Context: an optimization exercise on an open-source flow, tuned for small area, a short achievable clock period and few clock cycles per item. The choices shown serve that exercise and are no tape-out recipe.
Only simulation tests tie the RTL to the original design; equivalence was not proved.

$ cat run.sh
#!/bin/bash
# synth_recipe.tcl (not shown) runs the flow's synth.tcl, then flattens the netlist and writes it again
# the make line also repeats each setting of config.mk as NAME=value (left out here)
make -C /OpenROAD-flow-scripts/flow DESIGN_CONFIG=/design/flow/config.mk WORK_HOME=/design/flow/orfs CLKGATE_MAP_FILE= SYNTH_SCRIPT=/design/flow/synth_recipe.tcl finish
$ cat constraint.sdc
create_clock -name core_clock -period 6.0 [get_ports {clk}]
set_input_delay 1.2000 -clock core_clock [delete_from_list [all_inputs] [get_ports {clk}]]
set_output_delay 1.2000 -clock core_clock [all_outputs]
set_load 0.01 [all_outputs]
$ cat config.mk
export PLATFORM = sky130hd
export DESIGN_NAME = phase_to_scaled_sin_cos_unit
export DESIGN_NICKNAME = phase_to_scaled_sin_cos_unit
export VERILOG_FILES = /design/flow/design.v
export SDC_FILE = /design/flow/constraint.sdc
export NUM_CORES = 4
export LEC_CHECK = 0
export CAP_MARGIN = 20
export CORE_MARGIN = 2
export CORE_UTILIZATION = 40
export SLEW_MARGIN = 20
$ cat design.v
package psc_pkg;
	localparam int CORE_FRAC  = 30;
	localparam int CORE_STEPS = 28;
	localparam int CORE_WIDTH = 32;
	localparam int KEY_WIDTH  = 32;
	localparam logic signed [CORE_WIDTH-1:0] START_X = 32'sd645512545;
	function automatic logic signed [CORE_WIDTH-1:0] turn_atan(input int i);
		case (i)
			0: turn_atan = 32'sd536870912;
			1: turn_atan = 32'sd316933406;
			2: turn_atan = 32'sd167458907;
			3: turn_atan = 32'sd85004756;
			4: turn_atan = 32'sd42667331;
			5: turn_atan = 32'sd21354465;
			6: turn_atan = 32'sd10679838;
			7: turn_atan = 32'sd5340245;
			8: turn_atan = 32'sd2670163;
			9: turn_atan = 32'sd1335087;
			10: turn_atan = 32'sd667544;
			11: turn_atan = 32'sd333772;
			12: turn_atan = 32'sd166886;
			13: turn_atan = 32'sd83443;
			14: turn_atan = 32'sd41722;
			15: turn_atan = 32'sd20861;
			16: turn_atan = 32'sd10430;
			17: turn_atan = 32'sd5215;
			18: turn_atan = 32'sd2608;
			19: turn_atan = 32'sd1304;
			20: turn_atan = 32'sd652;
			21: turn_atan = 32'sd326;
			22: turn_atan = 32'sd163;
			23: turn_atan = 32'sd81;
			24: turn_atan = 32'sd41;
			25: turn_atan = 32'sd20;
			26: turn_atan = 32'sd10;
			27: turn_atan = 32'sd5;
			default: turn_atan = '0;
		endcase
	endfunction
	typedef enum logic [1:0] {
		QUAD_I,
		QUAD_II,
		QUAD_III,
		QUAD_IV
	} psc_quad_t;
	typedef struct packed {
		psc_quad_t                    quad;
		logic signed [CORE_WIDTH-1:0] ang;
	} psc_item_t;
	typedef struct packed {
		psc_quad_t                    quad;
		logic signed [CORE_WIDTH-1:0] x;
		logic signed [CORE_WIDTH-1:0] y;
	} psc_vec_t;
endpackage
module psc_front #(
	parameter int PHASE_WIDTH = 32
) (
	input  logic                                clk,
	input  logic                                arst_n,
	input  logic                                push,
	output logic                                full,
	input  logic [psc_pkg::KEY_WIDTH-1:0]       key,
	input  logic                                pull,
	output logic                                avail,
	output psc_pkg::psc_item_t                  head
);
	localparam int PadBits = psc_pkg::KEY_WIDTH - PHASE_WIDTH;
	logic [psc_pkg::KEY_WIDTH-1:0] phase;
	logic [psc_pkg::KEY_WIDTH-1:0] bias;
	logic [psc_pkg::KEY_WIDTH-1:0] resid;
	psc_pkg::psc_item_t            item;
	logic [33:0]                   mem_q [0:1];
	logic                          wr_ptr_q;
	logic                          rd_ptr_q;
	logic [1:0]                    cnt_q;
	logic                          wr;
	always_comb begin
		phase     = key << PadBits;
		bias      = phase + 32'h2000_0000;
		resid     = phase - {bias[31:30], 30'd0};
		item.quad = psc_pkg::psc_quad_t'(bias[31:30]);
		item.ang  = signed'(resid);
	end
	assign full  = (cnt_q == 2'd2);
	assign avail = (cnt_q != 2'd0);
	assign wr    = push && !full;
	assign head  = mem_q[rd_ptr_q];
	always_ff @(posedge clk or negedge arst_n) begin
		if (!arst_n) begin
			wr_ptr_q <= 1'b0;
			rd_ptr_q <= 1'b0;
			cnt_q    <= 2'd0;
		end else begin
			if (wr)
				wr_ptr_q <= !wr_ptr_q;
			if (pull)
				rd_ptr_q <= !rd_ptr_q;
			cnt_q <= cnt_q + {1'b0, wr} - {1'b0, pull};
		end
	end
	always_ff @(posedge clk) begin
		if (wr)
			mem_q[wr_ptr_q] <= item;
	end
endmodule
module psc_core (
	input  logic                clk,
	input  logic                arst_n,
	input  logic                en,
	input  logic                avail,
	input  psc_pkg::psc_item_t  head,
	output logic                pull,
	output logic                done,
	output psc_pkg::psc_vec_t   res
);
	localparam int Steps = psc_pkg::CORE_STEPS;
	logic [Steps:0]                              vld_s;
	logic signed [psc_pkg::CORE_WIDTH-1:0]       x_s [0:Steps];
	logic signed [psc_pkg::CORE_WIDTH-1:0]       y_s [0:Steps];
	logic signed [psc_pkg::CORE_WIDTH-1:0]       z_s [0:Steps];
	logic [1:0]                                  quad_s [0:Steps];
	assign pull = en && avail;
	always_ff @(posedge clk or negedge arst_n) begin
		if (!arst_n) begin
			vld_s <= '0;
		end else if (en) begin
			vld_s <= {vld_s[Steps-1:0], pull};
		end
	end
	always_ff @(posedge clk) begin
		if (en) begin
			x_s[0]    <= psc_pkg::START_X;
			y_s[0]    <= '0;
			z_s[0]    <= head.ang;
			quad_s[0] <= head.quad;
		end
	end
	for (genvar k = 0; k < Steps; k++) begin : g_step
		always_ff @(posedge clk) begin
			if (en) begin
				if (!z_s[k][psc_pkg::CORE_WIDTH-1]) begin
					x_s[k+1] <= x_s[k] - (y_s[k] >>> k);
					y_s[k+1] <= y_s[k] + (x_s[k] >>> k);
					z_s[k+1] <= z_s[k] - psc_pkg::turn_atan(k);
				end else begin
					x_s[k+1] <= x_s[k] + (y_s[k] >>> k);
					y_s[k+1] <= y_s[k] - (x_s[k] >>> k);
					z_s[k+1] <= z_s[k] + psc_pkg::turn_atan(k);
				end
				quad_s[k+1] <= quad_s[k];
			end
		end
	end
	assign done     = vld_s[Steps];
	assign res.quad = psc_pkg::psc_quad_t'(quad_s[Steps]);
	assign res.x    = x_s[Steps];
	assign res.y    = y_s[Steps];
endmodule
module psc_out #(
	parameter int OUT_FRAC_BITS = 16
) (
	input  logic                       clk,
	input  logic                       arst_n,
	input  logic                       done,
	input  psc_pkg::psc_vec_t          res,
	output logic                       ready,
	output logic                       empty,
	input  logic                       pop,
	output logic signed [OUT_FRAC_BITS:0] x_out,
	output logic signed [OUT_FRAC_BITS:0] y_out
);
	localparam int Cw = psc_pkg::CORE_WIDTH;
	localparam int Sh = psc_pkg::CORE_FRAC - OUT_FRAC_BITS;
	localparam logic signed [Cw:0] Half = (Cw+1)'(1) <<< (Sh - 1);
	localparam logic signed [Cw:0] Hi   = ((Cw+1)'(1) <<< OUT_FRAC_BITS) - (Cw+1)'(1);
	localparam logic signed [Cw:0] Lo   = -((Cw+1)'(1) <<< OUT_FRAC_BITS);
	logic signed [Cw-1:0] cv;
	logic signed [Cw-1:0] sv;
	logic signed [OUT_FRAC_BITS:0] word_x;
	logic signed [OUT_FRAC_BITS:0] word_y;
	logic signed [OUT_FRAC_BITS:0] mem_x_q [0:1];
	logic signed [OUT_FRAC_BITS:0] mem_y_q [0:1];
	logic                 wr_ptr_q;
	logic                 rd_ptr_q;
	logic [1:0]           cnt_q;
	logic                 wr;
	logic                 rd;
	function automatic logic signed [OUT_FRAC_BITS:0] narrow(input logic signed [Cw-1:0] v);
		logic signed [Cw:0] sum;
		logic signed [Cw:0] r;
		sum = {v[Cw-1], v} + Half;
		r   = sum >>> Sh;
		if (r > Hi)
			r = Hi;
		if (r < Lo)
			r = Lo;
		narrow = r[OUT_FRAC_BITS:0];
	endfunction
	always_comb begin
		case (res.quad)
			psc_pkg::QUAD_I: begin
				cv = res.x;
				sv = res.y;
			end
			psc_pkg::QUAD_II: begin
				cv = -res.y;
				sv = res.x;
			end
			psc_pkg::QUAD_III: begin
				cv = -res.x;
				sv = -res.y;
			end
			psc_pkg::QUAD_IV: begin
				cv = res.y;
				sv = -res.x;
			end
			default: begin
				cv = res.x;
				sv = res.y;
			end
		endcase
		word_x = narrow(sv);
		word_y = narrow(cv);
	end
	assign ready = (cnt_q != 2'd2);
	assign empty = (cnt_q == 2'd0);
	assign wr    = ready && done;
	assign rd    = pop && !empty;
	assign x_out = mem_x_q[rd_ptr_q];
	assign y_out = mem_y_q[rd_ptr_q];
	always_ff @(posedge clk or negedge arst_n) begin
		if (!arst_n) begin
			wr_ptr_q <= 1'b0;
			rd_ptr_q <= 1'b0;
			cnt_q    <= 2'd0;
		end else begin
			if (wr)
				wr_ptr_q <= !wr_ptr_q;
			if (rd)
				rd_ptr_q <= !rd_ptr_q;
			cnt_q <= cnt_q + {1'b0, wr} - {1'b0, rd};
		end
	end
	always_ff @(posedge clk) begin
		if (wr) begin
			mem_x_q[wr_ptr_q] <= word_x;
			mem_y_q[wr_ptr_q] <= word_y;
		end
	end
endmodule
module phase_to_scaled_sin_cos_unit #(
	parameter int PHASE_WIDTH   = 32,
	parameter int OUT_FRAC_BITS = 16
) (
	input  logic                          clk,
	input  logic                          arst_n,
	input  logic                          push,
	output logic                          full,
	input  logic [psc_pkg::KEY_WIDTH-1:0] key,
	output logic                          empty,
	input  logic                          pop,
	output logic signed [OUT_FRAC_BITS:0] x_out,
	output logic signed [OUT_FRAC_BITS:0] y_out
);
	psc_pkg::psc_item_t head;
	psc_pkg::psc_vec_t  res;
	logic               avail;
	logic               pull;
	logic               done;
	logic               ready;
	psc_front #(
		.PHASE_WIDTH(PHASE_WIDTH)
	) u_front (
		.clk   (clk),
		.arst_n(arst_n),
		.push  (push),
		.full  (full),
		.key   (key),
		.pull  (pull),
		.avail (avail),
		.head  (head)
	);
	psc_core u_core (
		.clk   (clk),
		.arst_n(arst_n),
		.en    (ready),
		.avail (avail),
		.head  (head),
		.pull  (pull),
		.done  (done),
		.res   (res)
	);
	psc_out #(
		.OUT_FRAC_BITS(OUT_FRAC_BITS)
	) u_out (
		.clk   (clk),
		.arst_n(arst_n),
		.done  (done),
		.res   (res),
		.ready (ready),
		.empty (empty),
		.pop   (pop),
		.x_out (x_out),
		.y_out (y_out)
	);
endmodule
==> run notes <==
-- cells by family after synthesis --
family | share of synthesized area
adder cells (fa/ha/maj) | 0.1534
XOR/XNOR | 0.1147
AND/OR/NAND/NOR | 0.1313
AO/OA/AOI/OAI | 0.1822
other | 0.00003419
multiplexers | 0.01297
buffers and inverters | 0.02361
flip-flops | 0.3819
-- path summary, 6_finish.rpt --
| check | from | to | slack, ns |
|---|---|---|---|
| max | u_core.y_s[23][23] | u_core.x_s[24][31] | 0.58 |
| min | arst_n | u_front.cnt_q[0] | 0.26 |
| max reg2reg | u_core.y_s[23][23] | u_core.x_s[24][31] | 0.58 |
| min reg2reg | u_core.quad_s[9][0] | u_core.quad_s[10][0] | 0.39 |
| max in group asynchronous | arst_n | u_core.vld_s[23] | 5.11 |
| min in group core_clock | u_core.quad_s[9][0] | u_core.quad_s[10][0] | 0.39 |
-- critical path: stages (launching register included) --
cell and delay (ns):
edfxtp_1 0.49, inv_1 0.11, ha_1 0.17, nor3b_1 0.71, nand2_1 0.19, ha_1 0.32
a21oi_1 0.16, ha_1 0.29, a21oi_1 0.20, o21ai_0 0.17, a21oi_1 0.18, a21oi_1 0.09
o311ai_0 0.61, a211oi_1 0.24, o2111a_1 0.32, or3_1 0.41, a31o_2 0.25, a21oi_1 0.17
xnor2_1 0.08
-- metal layers --
layer	GRT usage	vias to the layer above
li1	-	83890
met1	0.2436	78350
met2	0.3268	3057
met3	0.01769	723
met4	0.05197	0
met5	0	-
-- area by class of cell --
cell class              instances  area, um2  share of cell area
diodes                          3      7.507          0.00003110
clock buffers                 402       8741             0.03621
clock inverters               214       2499             0.01035
inverters                    1088       4084             0.01692
multi-input cells           18230     130600              0.5412
flip-flops and latches       2800      83900              0.3476
well taps                    7261       9085             0.03764
repair buffers                262       2431             0.01007
-- state kept, by name, indices dropped and copies added, names as in the netlist --
signal	flops
u_out.mem_y_q	34
u_out.rd_ptr_q	1
u_out.cnt_q	2
u_front.cnt_q	2
u_core.quad_s	58
u_front.mem_q	68
u_core.z_s	863
u_front.wr_ptr_q	1
u_out.mem_x_q	34
u_core.x_s	846
u_front.rd_ptr_q	1
u_core.y_s	860
u_out.wr_ptr_q	1
u_core.vld_s	29
-- stage by stage --
step	setup TNS [ns]	std cells
3_3_place_gp	0	29640
3_5_place_dp	0	29640
5_1_grt	0	30260
6_report	0	30260
2_1_floorplan	-3763.50	22400
4_1_cts	0	30250
-- Yosys cell counts (44+ instances only) --
library cell	n	area share
a21o_1	685	0.023
edfxtp_1	2763	0.38
mux2_2	174	0.0089
nand2b_1	332	0.0095
xnor2_1	2025	0.081
and2_1	166	0.0047
nor2_1	2155	0.037
nor3_1	688	0.016
xor2_1	851	0.034
clkbuf_1	236	0.0040
nor3b_1	44	0.0015
o21ai_0	1181	0.027
nand4_1	137	0.0039
nand3_1	425	0.0097
inv_1	1077	0.018
o2111ai_1	45	0.0018
o21bai_1	207	0.0071
fa_1	81	0.0074
a21boi_0	89	0.0030
nand2_1	1140	0.019
a211o_1	76	0.0030
o31ai_1	92	0.0031
and3_1	170	0.0048
o21a_1	394	0.013
a221o_1	53	0.0024
a31o_2	64	0.0026
o41ai_1	98	0.0039
or3_1	163	0.0046
nor2b_1	289	0.0082
mux2i_1	89	0.0041
or4_1	55	0.0019
a211oi_1	227	0.0078
or2_2	76	0.0022
buf_1	46	0.00079
o211ai_1	135	0.0046
a31oi_1	267	0.0076
ha_1	2562	0.15
a21oi_1	2256	0.051
nor4_1	140	0.0040
==> results by group <==
Timing
  • Min cycle time layout: 5.417 ns
  • Slew Viols, Final: 0
  • Final number of setup-violating endpoints: 0
  • Period utilization: 0.9028
  • Fin worst setup slack: 0.5830 ns
  • Clk_skew: 0.1299 ns
  • Final hold violation count: 0
  • Worst rel slew slack: 0.2375
  • F_max: 184.6 MHz
  • Hold_ws: 0.2555 ns
  • Setup repair after global routing missed its margin: false
  • Worst Tran Pin Value: 1.115 ns

Clock network
  • CTS max path bufs: 4
  • Clk sink count: 2800
  • CTS tree: yes
  • Worst-skew pair later-pin latency: 1.04 ns
  • Resize count post-CTS: 0
  • CTS Hold Bufs: 0
  • CTS clk-pin slew, worst paths: 0.07 ns
  • Htree depth: 5
  • CTS Buf Count: 337
  • CTS Root Buffer Type: clkbuf_16
  • Post-CTS Setup Bufs: 0

Placed design
  • I/O Buffers: 71
  • Detail Placement HPWL: 419900 um
  • DP Worst Slack: 0.7425 ns
  • Placed inst area: 230100 um2
  • Final GP Congestion: 0.8966

Drt
  • Vias/cell: 5.487
  • Met2 wire len: 256700 um
  • DRC errors left: 0
  • DRT antenna net count: 0
  • WL met1: 241600 um
  • DRT iter0 DRCs: 10600
  • Routed len/inst: 17.67 um
  • Detailed Route WL: 534700 um
  • Total number of vias: 166000
  • DRT Pass-1 Iters: 8
  • Top Metal Used: met4
  • WL met3: 20270 um

Job
  • Max_cap viols: 0

Finish
  • Design area: 241400 um2
  • Final Util: 0.4405
  • Fill count: 51950
  • Nets: 25390
  • Commonest non-fill, non-tap cells in the layout: edfxtp_1 (2763), ha_1 (2562), a21oi_1 (2256)
  • Area growth, synth to finish: 9.881%
  • Most common cell after layout, fill and taps aside: edfxtp_1
  • Share of layout cells above drive strength 1: 0.04767

Worst setup path
  • Crit path max fanout: 6
  • CP arrival: 6.14 ns
  • Setup crit end kind: flip-flop
  • Startpoint Class: flip-flop
  • WS Path Type: flip-flop to flip-flop
  • Critical Path RT: 6.72 ns
  • Worst reg-to-reg path cell count: 18

GRT
  • GR Util All Layers: 0.1861
  • Initial antenna violation count: 6
  • GRT Residual Overflow: 0
  • Pin count of the biggest net entering global routing: 183
  • Vias in the first global route: 157600
  • First-pass GRT wire length: 848200 um

Synthesis
  • Avg Inst Size Synth: 9.807 um2
  • Sequential area share after synthesis: 0.3819
  • Synth Flop Type: edfxtp_1
  • Asr flop ratio synth: 0.01321
  • Syn. warnings: 7
  • Yosys cell types: 96
  • #FFs+latches synth: 2800
  • Synthesized instance count: 22400
  • Number of synthesized flops with an enable pin: 2763
  • Cell area after synthesis: 219700 um2

Die
  • Core Rows: 272
  • Initial core utilization: 0.4009
  • # IOs: 72
  • Die Ht: 745.1 um
  • Chip width: 745.1 um
  • Die area: 555100 um2
  • Core Footprint: 547900 um2

Min path
  • Worst Hold Class: primary input to async pin

Run status
  • Status: complete, no violations
Testbench counts, summed over its fixed seeds: cycles 16,248, items 16,000.

## static timing again, ports no longer ideal
In the flow no input, the clock included, has a driving cell. The finished layout below was timed again as built, in two steps.
Step 1, drivers: a clkbuf_16 drives clk and a buf_2 each remaining input, both assumed.
Step 2, shift: input delay + t, output delay - t, t = (earliest + latest rising clock arrival at the registers) / 2. This alone moves slack from input paths to output paths.
Three values: ideal, step 1, step 2; two values: the first two.
t (ns): 1.084
setup WS [ns]: 0.583 / 0.583 / 0.583
worst slew at a driven data input, ns: 0.05
After both steps this run still meets setup and hold. The setup slack of this run moves by 0.000 ns with the drivers and by 0.000 ns with both steps.
